This design comes from an exercise in tuning for small area, a short achievable clock period and few clock cycles on the open sky130 flow, not from production work.
At most, simulation tests tie the RTL to the original design; equivalence was not proved.

// monexp_top
module monexp_top (
	input  logic clk,
	input  logic reset,
	input  logic start,
	input  logic [79:0] in_word,  
	input  logic [15:0] n0prime,
	output logic busy,
	output logic [15:0] res_word,
	output logic res_valid
);
Size in the first run: ~420 flip-flops, about 120 I/O pins, ~33000 µm² of cells after synthesis.
Settings: LEC_CHECK=0, ABC_CLOCK_PERIOD_IN_PS=3000, CAP_MARGIN=20, CORE_MARGIN=2, CORE_UTILIZATION=40, SETUP_SLACK_MARGIN=5, SLEW_MARGIN=20; clock period 10.0 ns.
run.sh (not shown) runs the stock make flow with config.mk's settings and CLKGATE_MAP_FILE= SYNTH_SCRIPT=/design/flow/synth_recipe.tcl, a recipe that flattens the netlist after the stock synthesis.
Change:
--- a/flow/design.v
+++ b/flow/design.v
@@ -77,24 +77,24 @@
 	function automatic [67:0] fa_s(input [67:0] a, input [67:0] b, input [67:0] c);
 		fa_s = a ^ b ^ c;
 	endfunction
 	function automatic [67:0] fa_c(input [67:0] a, input [67:0] b, input [67:0] c);
 		fa_c = {(a[66:0] & b[66:0]) | (a[66:0] & c[66:0]) | (b[66:0] & c[66:0]), 1'b0};
 	endfunction
 	wire [67:0] l1a_s = fa_s(r0, r1, r2), l1a_c = fa_c(r0, r1, r2);
 	wire [67:0] l1b_s = fa_s(r3, r4, r5), l1b_c = fa_c(r3, r4, r5);
 	wire [67:0] l2_s = fa_s(l1a_s, l1a_c, l1b_s), l2_c = fa_c(l1a_s, l1a_c, l1b_s);
 	wire [67:0] x1 = fa_s(l2_s, l2_c, l1b_c), x2 = fa_c(l2_s, l2_c, l1b_c);
-	wire [67:0] l4_s = fa_s(x1, x2, r6), l4_c = fa_c(x1, x2, r6);
-	wire [67:0] l5_s = fa_s(l4_s, l4_c, r7), l5_c = fa_c(l4_s, l4_c, r7);
-	wire [67:0] l6_s = fa_s(l5_s, l5_c, r8), l6_c = fa_c(l5_s, l5_c, r8);
-	wire [67:0] s6 = fa_s(l6_s, l6_c, r9), c6 = fa_c(l6_s, l6_c, r9);
+	wire [67:0] l4_s = fa_s(x2, r6, r7), l4_c = fa_c(x2, r6, r7);
+	wire [67:0] y1 = fa_s(x1, l4_s, l4_c), y2 = fa_c(x1, l4_s, l4_c);
+	wire [67:0] z1 = fa_s(y1, y2, r8), z2 = fa_c(y1, y2, r8);
+	wire [67:0] s6 = fa_s(z1, z2, r9), c6 = fa_c(z1, z2, r9);
 	wire gam_n = |s6[3:0];  
 	wire [63:0] bk_p = ss_q ^ sc_q;
 	wire [63:0] bk_g = ss_q & sc_q;
 	wire bk_g0c = bk_g[0] | (bk_p[0] & gam_q);
 	wire bk_gg1 = bk_g[1] | (bk_p[1] & bk_g0c);
 	wire bk_pp1 = bk_p[1] & bk_p[0];
 	wire bk_gg2 = bk_g[3] | (bk_p[3] & bk_g[2]);
 	wire bk_pp2 = bk_p[3] & bk_p[2];
 	wire bk_gg3 = bk_g[5] | (bk_p[5] & bk_g[4]);
 	wire bk_pp3 = bk_p[5] & bk_p[4];
After rerunning: Global-route usage is higher by 0.20 points. Worst hold slack loses 6.5 ps. Utilization grows by 0.22 points. Via count came out higher by 2.1%. Final area climbs by 2.1%. Clock skew decreases by 3.1 ps. Register-to-register slack is better by 50 ps. Area after synthesis went up by 1.4%. Worst setup slack gets better by 52 ps. Die area came out higher by 1.3%.
No functional check of the RTL was part of any run of this note.

--- another note on this design; it stands on its own ---

==> flow/design.v (excerpt) <==
module monexp_top (
	input  logic clk,
	input  logic reset,
	input  logic start,
	input  logic [79:0] in_word,  
	input  logic [15:0] n0prime,
	output logic busy,
	output logic [15:0] res_word,
	output logic res_valid
);
Size: about 420 flip-flops, ~120 I/O pins, ~0.034 mm^2 of cells after synthesis.
Settings: LEC_CHECK=0, ABC_CLOCK_PERIOD_IN_PS=3000, CAP_MARGIN=20, CORE_MARGIN=2, CORE_UTILIZATION=40, CTS_BUF_LIST=sky130_fd_sc_hd__clkbuf_8, CTS_CLUSTER_SIZE=30, SETUP_SLACK_MARGIN=5, SLEW_MARGIN=20; clock period 10.0 ns.
run.sh (not shown) runs the stock make flow with config.mk's settings and CLKGATE_MAP_FILE= SYNTH_SCRIPT=/design/flow/synth_recipe.tcl, a recipe that flattens the netlist after the stock synthesis.
Testbench counts at the start, summed over its fixed seeds: cycles 103,715.
Rerun with:
Settings changed: ABC_AREA set to 1, ABC_CLOCK_PERIOD_IN_PS 3000 to unset, CTS_BUF_LIST sky130_fd_sc_hd__clkbuf_8 to unset, CTS_CLUSTER_SIZE 30 to unset.
Critical path depth grows by 3.
Clock-buffer cell count shrinks by 16.
Register-to-register slack gets worse by 0.08 ns.
Final area grows by a few percent.
Die area grows slightly.
Rerun with:
Settings changed: ABC_AREA 1 to unset, ABC_CLOCK_PERIOD_IN_PS set to 3000, CAP_MARGIN 20 to 5, SLEW_MARGIN 20 to 5.
Outcome: Cell count shrinks by about 13%. Synthesized area shrinks by 1.7%. Non-clock buffer count shrinks by 9. Cell area shrinks by 2.2%.
Rerun with:
Settings changed: CAP_MARGIN 5 to 20, CORE_UTILIZATION 40 to 30, SLEW_MARGIN 5 to 20.
Critical path depth does not change.
Global-route usage decreases by 4.8 points.
Maximum frequency drops by 1.5%.
Die area grows by 33%.
Sequential share of layout area went down by 0.51 points.
Area after synthesis does not change.
Worst hold slack hardly moves.
Setup slack is worse by 0.073 ns.
Rerun with:
Settings changed: CORE_UTILIZATION 30 to 55.
What happened:
- count of clock-buffer cells in the layout drops by 5
- design area came out lower by 2.7%
- cell count is lower by 14%
- worst setup slack improved by 0.048 ns
- critical path depth stays the same
- non-clock buffer count decreases by 4
- first-iteration DRC count climbs by 5.6%

[afterwards: timing with drivers on the ports]
Ports are ideal in the flow. The routed layouts listed here were re-timed in OpenROAD.
Step 1 assumes that a clkbuf_16 drives the clock port and a buf_2 every other input.
Step 2 times the ports against the registers' clock, not the clock port: input delays grow and output delays shrink by t, the midpoint of the rising clock arrivals with the driver on.
Three values: no drivers, after step 1, after step 2; two values: the first two.
| run | t (ns) | slack for setup (ns) | worst setup path after step 2 | worst slew at a driven data input, ns |
|---|---|---|---|---|
| the first run of note 1 | 0.661 | 4.978 / 4.978 / 4.978 | register to register | 0.11 |
| the second run of note 1 | 0.672 | 5.030 / 5.030 / 5.030 | register to register | 0.06 |
| the first run of note 2 | 0.758 | 5.204 / 5.204 / 5.204 | register to register | 0.04 |
| the second run of note 2 | 0.663 | 5.126 / 5.126 / 5.126 | register to register | 0.07 |
| the third run of note 2 | 0.678 | 5.176 / 5.176 / 5.176 | register to register | 0.04 |
| the fourth run of note 2 | 0.668 | 5.103 / 5.103 / 5.103 | register to register | 0.07 |
| the fifth run of note 2 | 0.669 | 5.150 / 5.150 / 5.150 | register to register | 0.04 |
After both steps setup and hold are still met in every run listed.
